What follows belongs to an exercise in optimizing a design on an open flow for small area; a production flow would make more cautious choices. Function was checked by simulation only, so behaviour that the tests miss may differ from the original. Power and IR drop assume default switching activity.

## v25
// ocr_sample_window
module ocr_sample_window
#(
    parameter int SAMPLE_DIV = ocr_pkg::DEFAULT_SAMPLE_DIV
) (
    input  logic              clk_master,
    input  logic              reset_n,
    input  logic [ocr_pkg::DATA_W-1:0] adc_data_in,
    input  logic [ocr_pkg::DATA_W-1:0] I_p,
    output logic              sample_stb,
    output logic              ms_valid,
    output logic [ocr_pkg::SQ_W-1:0]   ms_out,
    output logic              over_pickup,
    output logic              window_full
    ,
    output logic [ocr_pkg::DATA_W-1:0] peak_out
);
For scale: roughly 690 cells after synthesis, about 86 I/O pins.
Settings: LEC_CHECK=0, CAP_MARGIN=0, CORE_MARGIN=2, CORE_UTILIZATION=60, PLACE_DENSITY=0.85, SLEW_MARGIN=0; clock period 10.0 ns.
standard.sh (not shown) runs the stock make flow with config.mk's settings and CLKGATE_MAP_FILE= SYNTH_SCRIPT=/design/flow/synth_recipe.tcl, a recipe that flattens the netlist after the stock synthesis.
==> flow/flow/run.sh <==
#!/bin/bash
# Standard synthesis, its combinational logic re-mapped for area, cells
# downsized, single-drive port buffers and a leaner clock tree.
set -e
export BUFFER_PORTS_ARGS="-buffer_cell sky130_fd_sc_hd__buf_1"
export CTS_ARGS="-sink_clustering_enable -repair_clock_nets -buf_list sky130_fd_sc_hd__clkbuf_4 -sink_clustering_size 12 -sink_clustering_max_diameter 40 -dont_use_dummy_load"
bash standard.sh synth > synth.log 2>&1
bash flow/reopt.sh > reopt.log 2>&1
bash standard.sh synth > synth2.log 2>&1
openroad -no_init -exit flow/downsize.tcl > downsize.log 2>&1
bash standard.sh > standard.log 2>&1
Other scripts of this flow, unchanged in this note and not shown: flow/flow/area.abc, flow/flow/downsize.tcl, flow/flow/reopt.sh
v25: flow completed, timing, DRC and antenna clean
Input-level comparison between v18 and v25:
--- a/flow/config.mk
+++ b/flow/config.mk
@@ -7,6 +7,8 @@
 export LEC_CHECK = 0
-export CAP_MARGIN = 0
+export CAP_MARGIN = 20
 export CORE_MARGIN = 2
 export CORE_UTILIZATION = 60
+export GPL_ROUTABILITY_DRIVEN = 0
+export GPL_TIMING_DRIVEN = 0
 export PLACE_DENSITY = 0.85
-export SLEW_MARGIN = 0
+export SLEW_MARGIN = 20
## What came out
Delta (v18 minus v25): cell area power density has increased, number of buffers other than clock buffers in the final layout went up, multi-input combinational cell area held steady, minimum setup slack in the final design -180 ps, final instance area now larger. Comparing v18 and v25, register fraction of the total cell area is lower on v18. Of v18 and v25, the higher slew at the pin with the worst max-slew slack belongs to v25.
For v43, these inputs were changed with respect to v18:
--- a/flow/flow/run.sh
+++ b/flow/flow/run.sh
@@ -5,3 +5,3 @@
 export BUFFER_PORTS_ARGS="-buffer_cell sky130_fd_sc_hd__buf_1"
-export CTS_ARGS="-sink_clustering_enable -repair_clock_nets -buf_list sky130_fd_sc_hd__clkbuf_4 -sink_clustering_size 12 -sink_clustering_max_diameter 40 -dont_use_dummy_load"
+export CTS_ARGS="-sink_clustering_enable -repair_clock_nets -buf_list sky130_fd_sc_hd__clkbuf_4 -sink_clustering_size 14 -sink_clustering_max_diameter 35 -dont_use_dummy_load"
 bash standard.sh synth > synth.log 2>&1
--- a/flow/config.mk
+++ b/flow/config.mk
@@ -9,6 +9,4 @@
 export CORE_MARGIN = 2
-export CORE_UTILIZATION = 60
-export GPL_ROUTABILITY_DRIVEN = 0
-export GPL_TIMING_DRIVEN = 0
-export PLACE_DENSITY = 0.85
+export CORE_UTILIZATION = 75
+export PLACE_DENSITY = 0.92
 export SLEW_MARGIN = 20
[summary]
- For v43, the flow was terminated by a tool error in detailed placement (3_5_place_dp) and produced no final design.
- Summary of the comparison: horizontal die dimension is lower in v43, relative to v18.
- Between v18 and v43, the post-synthesis instance area figures differ only marginally.
- Vertical die dimension sits lower in v43 than in v18.
- Diff v18..v43 | top-level I/O count | unchanged
The inputs of v39 differ from those of v43 as listed below.
--- a/flow/flow/run.sh
+++ b/flow/flow/run.sh
@@ -5,3 +5,3 @@
 export BUFFER_PORTS_ARGS="-buffer_cell sky130_fd_sc_hd__buf_1"
-export CTS_ARGS="-sink_clustering_enable -repair_clock_nets -buf_list sky130_fd_sc_hd__clkbuf_4 -sink_clustering_size 14 -sink_clustering_max_diameter 35 -dont_use_dummy_load"
+export CTS_ARGS="-sink_clustering_enable -repair_clock_nets -buf_list sky130_fd_sc_hd__clkbuf_4 -sink_clustering_size 12 -sink_clustering_max_diameter 40 -dont_use_dummy_load"
 bash standard.sh synth > synth.log 2>&1
--- a/flow/config.mk
+++ b/flow/config.mk
@@ -9,4 +9,4 @@
 export CORE_MARGIN = 2
-export CORE_UTILIZATION = 75
-export PLACE_DENSITY = 0.92
+export CORE_UTILIZATION = 65
+export PLACE_DENSITY = 0.9
 export SLEW_MARGIN = 20
==> results.txt <==
Per the final summary, v39 finished and its layout is clean on timing, DRC and antenna.
Compared with v43, overall die height in v39 increased by a little under 10%.
Diff v43..v39 | cell area after technology mapping | unchanged
Diff v43 -> v39: number of placement rows went up by 3; horizontal die dimension went up by 8.6 µm.
Comparing v39 against v43, there is no change at all in post-synthesis cell count.
v39 vs. v43: final weighted congestion of routability-driven global placement went up by about 7%.
Relative to v39, the following input files were edited for v17:
--- a/flow/flow/run.sh
+++ b/flow/flow/run.sh
@@ -5,3 +5,3 @@
 export BUFFER_PORTS_ARGS="-buffer_cell sky130_fd_sc_hd__buf_1"
-export CTS_ARGS="-sink_clustering_enable -repair_clock_nets -buf_list sky130_fd_sc_hd__clkbuf_4 -sink_clustering_size 12 -sink_clustering_max_diameter 40 -dont_use_dummy_load"
+export CTS_ARGS="-sink_clustering_enable -repair_clock_nets -buf_list {sky130_fd_sc_hd__clkbuf_2 sky130_fd_sc_hd__clkbuf_4} -sink_clustering_size 10 -sink_clustering_max_diameter 35 -dont_use_dummy_load"
 bash standard.sh synth > synth.log 2>&1
--- a/flow/config.mk
+++ b/flow/config.mk
@@ -9,4 +9,4 @@
 export CORE_MARGIN = 2
-export CORE_UTILIZATION = 65
-export PLACE_DENSITY = 0.9
+export CORE_UTILIZATION = 60
+export PLACE_DENSITY = 0.85
 export SLEW_MARGIN = 20
Notes after the runs:
- Result for v17 and v39: all clean
- Cmp v17 vs v39: setup clock skew after layout lower in v17
- [compare] base=v39 new=v17: worst hold slack decreased 39 ps; area growth from synthesis to final layout increased 0.47 points; final non-filler cell area increased 0.43%; multi-input gate share of total cell area essentially unchanged.
- In the flow results for v17 and v39, the portion of total power attributed to the clock network is larger on v17.
- Minimum period implied by the final worst setup slack: v17 and v39 compared, higher one is v39
- v17 against v39; peak clock frequency supported by timing is up slightly.
diff inputs: v17 => v15
--- a/flow/flow/run.sh
+++ b/flow/flow/run.sh
@@ -5,3 +5,3 @@
 export BUFFER_PORTS_ARGS="-buffer_cell sky130_fd_sc_hd__buf_1"
-export CTS_ARGS="-sink_clustering_enable -repair_clock_nets -buf_list {sky130_fd_sc_hd__clkbuf_2 sky130_fd_sc_hd__clkbuf_4} -sink_clustering_size 10 -sink_clustering_max_diameter 35 -dont_use_dummy_load"
+export CTS_ARGS="-sink_clustering_enable -repair_clock_nets -buf_list sky130_fd_sc_hd__clkbuf_4 -sink_clustering_size 11 -sink_clustering_max_diameter 40 -dont_use_dummy_load"
 bash standard.sh synth > synth.log 2>&1
Notes after the runs:
- For v17 and v15, there was not a single run that failed to finish clean.
- Between v17 and v15, starting DRC count in detailed routing decreased.
- In v15 the time the final worst path needs with I/O delays and setup turned out 28 ps higher than in v17.
- On area of the core region, v15 tracks v17 almost exactly.
- Summary of v15 over v17: clock skew held; via count of the first global-routing pass went down by 0.79%; filler cell count in the final layout stayed essentially flat; number of standard cells in the layout, taps in and fillers out dropped 4; achievable frequency lower.
- Any difference in sum of met2 wire segment lengths after detailed routing between v17 and v15 is small enough to ignore.


ocr_sample_window, a different RTL version from the one above (not shown whole).
For scale: about 760 cells after synthesis, roughly 370 flip-flops, ~0.011 mm^2 of cells after synthesis.
make LEC_CHECK=0 CAP_MARGIN=20 CORE_MARGIN=2 CORE_UTILIZATION=55 CTS_BUF_LIST='sky130_fd_sc_hd__clkbuf_8 sky130_fd_sc_hd__clkbuf_16' CTS_CLUSTER_DIAMETER=60 CTS_CLUSTER_SIZE=30 SLEW_MARGIN=20 finish   # period 10.0 ns
run.sh (not shown) runs the stock make flow with config.mk's settings and CLKGATE_MAP_FILE= SYNTH_SCRIPT=/design/flow/synth_recipe.tcl, a recipe that flattens the netlist after the stock synthesis.
Stock flow here: none of the scripts above is used.
The baseline finished clean.
Next try:
==> flow/flow/run.sh (new file) <==
#!/bin/bash
# Standard layout with single-drive port buffers and a leaner clock tree.
export BUFFER_PORTS_ARGS="-buffer_cell sky130_fd_sc_hd__buf_1"
export CTS_ARGS="-sink_clustering_enable -repair_clock_nets -sink_clustering_size 35 -sink_clustering_max_diameter 100 -dont_use_dummy_load"
bash standard.sh > standard.log 2>&1
==> flow/standard.sh (new file) <==
#!/bin/bash
# synth_recipe.tcl (not shown) runs the flow's synth.tcl, then flattens the netlist and writes it again
# the make line also repeats each setting of config.mk as NAME=value (left out here)
make -C /OpenROAD-flow-scripts/flow DESIGN_CONFIG=/design/flow/config.mk WORK_HOME=/design/flow/orfs CLKGATE_MAP_FILE= SYNTH_SCRIPT=/design/flow/synth_recipe.tcl "${@:-finish}"
- CORE_UTILIZATION: 55 -> 40
- CTS_BUF_LIST: sky130_fd_sc_hd__clkbuf_8 sky130_fd_sc_hd__clkbuf_16 -> default
- CTS_CLUSTER_DIAMETER: 60 -> default
- CTS_CLUSTER_SIZE: 30 -> default
removed: flow/run.sh
Effect: Fmax goes up by a few percent; first-iteration DRC count is higher by well over a third; clock power drops by a quarter to a third; global-route usage is lower by 4.7 points; routed wire length came out lower by a few percent; setup slack gets better by 0.20 ns; sequential power barely changes; flip-flop and latch count does not change; power goes down by about a fifth.


Setup of run A:
The RTL this note starts from:
==> flow/design.v <==
package ocr_pkg;
    localparam int DATA_W             = 16;
    localparam int WIN_LOG2           = 4;
    localparam int WIN                = 1 << WIN_LOG2;
    localparam int SQ_W               = 32;
    localparam int ACC_W              = 36;
    localparam int DEFAULT_SAMPLE_DIV = 125000;
    typedef enum logic {
        FILL = 1'b0,
        RUN  = 1'b1
    } ocr_state_t;
endpackage
module ocr_sample_strobe_gen
#(
    parameter int SAMPLE_DIV = ocr_pkg::DEFAULT_SAMPLE_DIV,
    parameter int CNT_W      = $clog2(SAMPLE_DIV)
) (
    input  logic             clk_master,
    input  logic             reset_n,
    output logic             sample_stb,
    output logic [CNT_W-1:0] cnt
);
    localparam logic [CNT_W-1:0] CNT_LAST = CNT_W'(SAMPLE_DIV - 1);
    always_ff @(posedge clk_master or negedge reset_n) begin
        if (!reset_n) begin
            cnt <= '0;
        end else if (sample_stb) begin
            cnt <= '0;
        end else begin
            cnt <= cnt + CNT_W'(1);
        end
    end
    always_comb begin
        sample_stb = 1'b1;
        for (int i = 0; i < CNT_W; i++) begin
            if (CNT_LAST[i]) sample_stb = sample_stb & cnt[i];
        end
    end
endmodule
module ocr_sample_window
#(
    parameter int SAMPLE_DIV = ocr_pkg::DEFAULT_SAMPLE_DIV
) (
    input  logic              clk_master,
    input  logic              reset_n,
    input  logic [ocr_pkg::DATA_W-1:0] adc_data_in,
    input  logic [ocr_pkg::DATA_W-1:0] I_p,
    output logic              sample_stb,
    output logic              ms_valid,
    output logic [ocr_pkg::SQ_W-1:0]   ms_out,
    output logic              over_pickup,
    output logic              window_full
    ,
    output logic [ocr_pkg::DATA_W-1:0] peak_out
);
    localparam int DATA_W = ocr_pkg::DATA_W;
    localparam int CNT_W  = $clog2(SAMPLE_DIV);
    localparam int ACC_N  = 40;    
    localparam int C_IP0   = 8;
    localparam int C_VALID = 40;
    logic [CNT_W-1:0] cnt;
    ocr_sample_strobe_gen #(
        .SAMPLE_DIV (SAMPLE_DIV),
        .CNT_W      (CNT_W)
    ) u_strobe_gen (
        .clk_master (clk_master),
        .reset_n    (reset_n),
        .sample_stb (sample_stb),
        .cnt        (cnt)
    );
    logic       early;           
    logic [6:0] lo;
    assign early = (cnt[CNT_W-1:7] == '0);
    assign lo    = cnt[6:0];
    logic [3:0] fc;      
    logic       seen;    
    logic       wf;      
    always_ff @(posedge clk_master or negedge reset_n) begin
        if (!reset_n) begin
            fc   <= '0;
            seen <= 1'b0;
            wf   <= 1'b0;
        end else begin
            if (sample_stb) begin
                fc   <= fc + 4'd1;
                seen <= 1'b1;
            end
            if (early && lo == 7'(C_VALID - 1) && seen && fc == 4'd0) begin
                wf <= 1'b1;
            end
        end
    end
    assign window_full = wf;
    assign ms_valid    = wf && early && (lo == 7'(C_VALID));
    logic [DATA_W-1:0] ring [16];
    logic [DATA_W-1:0] xr;
    logic [3:0]        wslot;    
    logic              ins, ld_old;
    assign wslot  = {fc[3] ^ fc[0], fc[2:0]};
    assign ins    = early && (lo[6:4] == 3'd0) && (lo[3:0] == wslot);
    assign ld_old = early && (lo[6:4] == 3'd1) && (lo[3:0] == wslot);
    always_ff @(posedge clk_master) begin
        ring[0] <= ins ? xr : ring[15];
        for (int i = 1; i < 16; i++) begin
            ring[i] <= ring[i-1];
        end
        if (sample_stb) begin
            xr <= adc_data_in;
        end else if (ld_old) begin
            xr <= ring[14];
        end
    end
    logic [ACC_N-1:0] acc;
    logic             creg;
    logic             row_en, mbit;
    logic             inv, clr;
    logic [16:0]      add_b, add_s;
    logic [17:0]      add_c;
    logic             wrap;
    assign row_en = early && ((lo[6:4] == 3'd0) || (wf && lo[6:4] == 3'd5));
    assign mbit   = xr[lo[3:0]];
    assign inv    = wf && early && (lo >= 7'd40) && (lo < 7'd120);
    assign clr    = !seen && early && (lo >= 7'd40) && (lo < 7'd80);
    always_comb begin
        add_b[15:0] = xr & {DATA_W{row_en && mbit}};
        add_b[16]   = creg;
        add_c[0]    = 1'b0;
        for (int i = 0; i < 17; i++) begin
            add_s[i]   = acc[i] ^ add_b[i] ^ add_c[i];
            add_c[i+1] = (acc[i] & add_b[i]) | (acc[i] & add_c[i]) | (add_b[i] & add_c[i]);
        end
    end
    assign wrap = (add_s[0] ^ inv) & ~clr;
    always_ff @(posedge clk_master) begin
        acc[15:0]       <= add_s[16:1];
        acc[ACC_N-2:16] <= acc[ACC_N-1:17];
        acc[ACC_N-1]    <= wrap;
        creg            <= add_c[17] & ~clr;
    end
    assign ms_out = acc[35:4];
    logic [DATA_W-1:0] rb;
    logic [DATA_W-1:0] rb_b, rb_s;
    logic [DATA_W:0]   rb_c;
    logic              ip_row, ip_bit, gt, gt_in, sum_bit, prod_bit;
    assign ip_row = early && (lo >= 7'(C_IP0)) && (lo < 7'(C_IP0 + 16));
    assign ip_bit = I_p[4'(lo[3:0] - 4'(C_IP0))];
    always_comb begin
        rb_b    = I_p & {DATA_W{ip_row && ip_bit}};
        rb_c[0] = 1'b0;
        for (int i = 0; i < DATA_W; i++) begin
            rb_s[i]   = rb[i] ^ rb_b[i] ^ rb_c[i];
            rb_c[i+1] = (rb[i] & rb_b[i]) | (rb[i] & rb_c[i]) | (rb_b[i] & rb_c[i]);
        end
    end
    always_ff @(posedge clk_master) begin
        rb <= {rb_c[DATA_W], rb_s[DATA_W-1:1]};
    end
    assign prod_bit = rb_s[0];
    assign sum_bit  = acc[36];
    assign gt_in    = gt && !(early && lo == 7'(C_IP0));
    always_ff @(posedge clk_master) begin
        gt <= (sum_bit & ~prod_bit) | (~(sum_bit ^ prod_bit) & gt_in);
    end
    assign over_pickup = gt;
    logic        pk_en, pk_force;
    logic [16:0] pk_c;       
    always_comb begin
        pk_c[0] = 1'b0;
        for (int i = 0; i < DATA_W; i++) begin
            pk_c[i+1] = (ring[15][i] & ~peak_out[i]) | (ring[15][i] & pk_c[i])
                      | (~peak_out[i] & pk_c[i]);
        end
    end
    assign pk_en    = early && (lo[6:4] == 3'd1) && (fc == 4'd0);
    assign pk_force = (lo[3:0] == 4'd0);
    always_ff @(posedge clk_master) begin
        if (pk_en && (pk_force || pk_c[16])) begin
            peak_out <= ring[15];
        end
    end
endmodule
clock: 10.0 ns
lec_check: 0
cap_margin: 20
core_margin: 2
core_utilization: 60
place_density: 0.85
slew_margin: 20
standard.sh (not shown) runs the stock make flow with config.mk's settings and CLKGATE_MAP_FILE= SYNTH_SCRIPT=/design/flow/synth_recipe.tcl, a recipe that flattens the netlist after the stock synthesis.
==> flow/flow/run.sh <==
#!/bin/bash
# Standard layout with single-drive port buffers, a leaner clock tree and
# combinational cells downsized after synthesis.
set -e
export BUFFER_PORTS_ARGS="-buffer_cell sky130_fd_sc_hd__buf_1"
export CTS_ARGS="-sink_clustering_enable -repair_clock_nets -buf_list sky130_fd_sc_hd__clkbuf_8 -sink_clustering_size 18 -sink_clustering_max_diameter 70 -dont_use_dummy_load"
bash standard.sh synth > synth.log 2>&1
openroad -no_init -exit flow/downsize.tcl > downsize.log 2>&1
bash standard.sh > standard.log 2>&1
==> flow/flow/downsize.tcl <==
# Swap every combinational cell of the synthesized netlist to its smallest
# drive strength; later repair steps upsize where timing or slew needs it.
read_db orfs/results/sky130hd/ocr_sample_window/base/1_synth.odb
set db [ord::get_db]
set block [[$db getChip] getBlock]
set n 0
foreach inst [$block getInsts] {
  set name [[$inst getMaster] getName]
  if {[regexp {^sky130_fd_sc_hd__(df|edf|sdf|sedf|dl|conb|tap|fill|decap)} $name]} { continue }
  if {[regexp {^(sky130_fd_sc_hd__\w+_)(\d+)$} $name -> base k] && $k > 1} {
    set m [$db findMaster ${base}1]
    if {$m != "NULL"} {
      $inst swapMaster $m
      incr n
    }
  }
}
puts "downsized $n instances"
write_db orfs/results/sky130hd/ocr_sample_window/base/1_synth.odb
Edits applied to the flow inputs when going from run A to run B:
==> flow/flow/downsize.tcl <==
# Swap every combinational cell of the synthesized netlist to the smallest-area
# drive strength of the same function; later repair steps upsize where timing
# or slew needs it. Registers keep the cells synthesis gave them.
read_db orfs/results/sky130hd/ocr_sample_window/base/1_synth.odb
set db [ord::get_db]
set block [[$db getChip] getBlock]
set best [dict create]
foreach lib [$db getLibs] {
  foreach m [$lib getMasters] {
    set name [$m getName]
    if {![regexp {^(sky130_fd_sc_hd__\w+)_(\d+)$} $name -> base k]} { continue }
    if {[regexp {lpflow|probe} $name]} { continue }
    set a [expr {[$m getWidth] * [$m getHeight]}]
    if {![dict exists $best $base] || $a < [lindex [dict get $best $base] 1]} {
      dict set best $base [list $m $a]
    }
  }
}
set n 0
foreach inst [$block getInsts] {
  set name [[$inst getMaster] getName]
  if {[regexp {^sky130_fd_sc_hd__(df|edf|sdf|sedf|dl|conb|tap|fill|decap)} $name]} { continue }
  if {![regexp {^(sky130_fd_sc_hd__\w+)_(\d+)$} $name -> base k]} { continue }
  if {![dict exists $best $base]} { continue }
  set m [lindex [dict get $best $base] 0]
  if {[$m getName] ne $name} {
    $inst swapMaster $m
    incr n
  }
}
puts "resized $n instances"
write_db orfs/results/sky130hd/ocr_sample_window/base/1_synth.odb
Findings:
The area of placed instances number comes out higher for run A vs run B. | area after synthesis | run B vs run A | better |. Run A → run B: design area saw a decrease; post-layout total power rose 0.61%. Met1 track demand over resource delta for run B relative to run A: 0.51 points higher. Run A and run B ended up with roughly the same initial cell density of the core.
Here is what was changed in the inputs of run C compared with run B.
-- flow/flow/run.sh --
<<< run B, line 2
# Standard layout with single-drive port buffers, a leaner clock tree and
# combinational cells downsized after synthesis.
set -e
>>> run C, line 2
# Standard layout with single-drive port buffers and a leaner clock tree.
<<< run B, line 7
bash standard.sh synth > synth.log 2>&1
openroad -no_init -exit flow/downsize.tcl > downsize.log 2>&1
>>> run C, line 5
removed: flow/flow/downsize.tcl
[summary]
Run C vs. run B: share of power burned in the clock network dropped 0.4 points; wire length on met3 went down 60 microns.
Comparing run C and run B, the higher clock skew was measured on run C.
Looking at area inside the core boundary, run C sits 120 sq um above run B.
Higher reg2reg setup slack goes to run B over run C.
For final non-filler cell area, run C and run B come out practically identical.

-- what the ideal ports hide --
The results above use ideal ports. As a check the final layouts listed here were re-extracted and re-timed, cells and wires unchanged. Step 1, drivers: a clkbuf_16 drives clk_master and a buf_2 each remaining input, both assumed. Step 2 times the ports against the registers' clock, not the clock port: input delays grow and output delays shrink by t, the midpoint of the rising clock arrivals with the driver on. a / b / c = no drivers / after step 1 / after step 2; a / b = the first two.
| run | t (ns) | slack for setup (ns) | worst setup path after step 2 | clock arrival spread, ns | pins driven straight from the clock port |
|---|---|---|---|---|---|
| v25 | 0.643 | 1.073 / 1.087 / 0.445 | input to register | 0.071 / 0.071 | 1 |
| v18 | 0.646 | 0.897 / 0.911 / 0.265 | input to register | 0.089 / 0.089 | 1 |
| v39 | 0.637 | 0.949 / 0.962 / 0.324 | input to register | 0.098 / 0.099 | 1 |
| v17 | 0.669 | 1.082 / 1.096 / 0.426 | input to register | 0.085 / 0.085 | 1 |
| v15 | 0.661 | 1.054 / 1.068 / 0.406 | input to register | 0.079 / 0.079 | 1 |
| the first run of note 2 | 0.566 | 0.717 / 0.736 / 0.171 | input to register | 0.021 / 0.021 | 1 |
| the second run of note 2 | 0.530 | 0.918 / 0.949 / 0.418 | input to register | 0.070 / 0.069 | 1 |
| run A | 0.568 | 0.926 / 0.940 / 0.372 | input to register | 0.027 / 0.027 | 1 |
| run B | 0.575 | 1.015 / 1.016 / 0.457 | input to register | 0.034 / 0.034 | 1 |
| run C | 0.564 | 0.910 / 0.910 / 0.445 | input to register | 0.065 / 0.065 | 1 |
After both steps every run listed still meets setup and hold. The setup slack of v17, which loses most, moves by +0.014 ns with the drivers and by -0.656 ns with both steps.
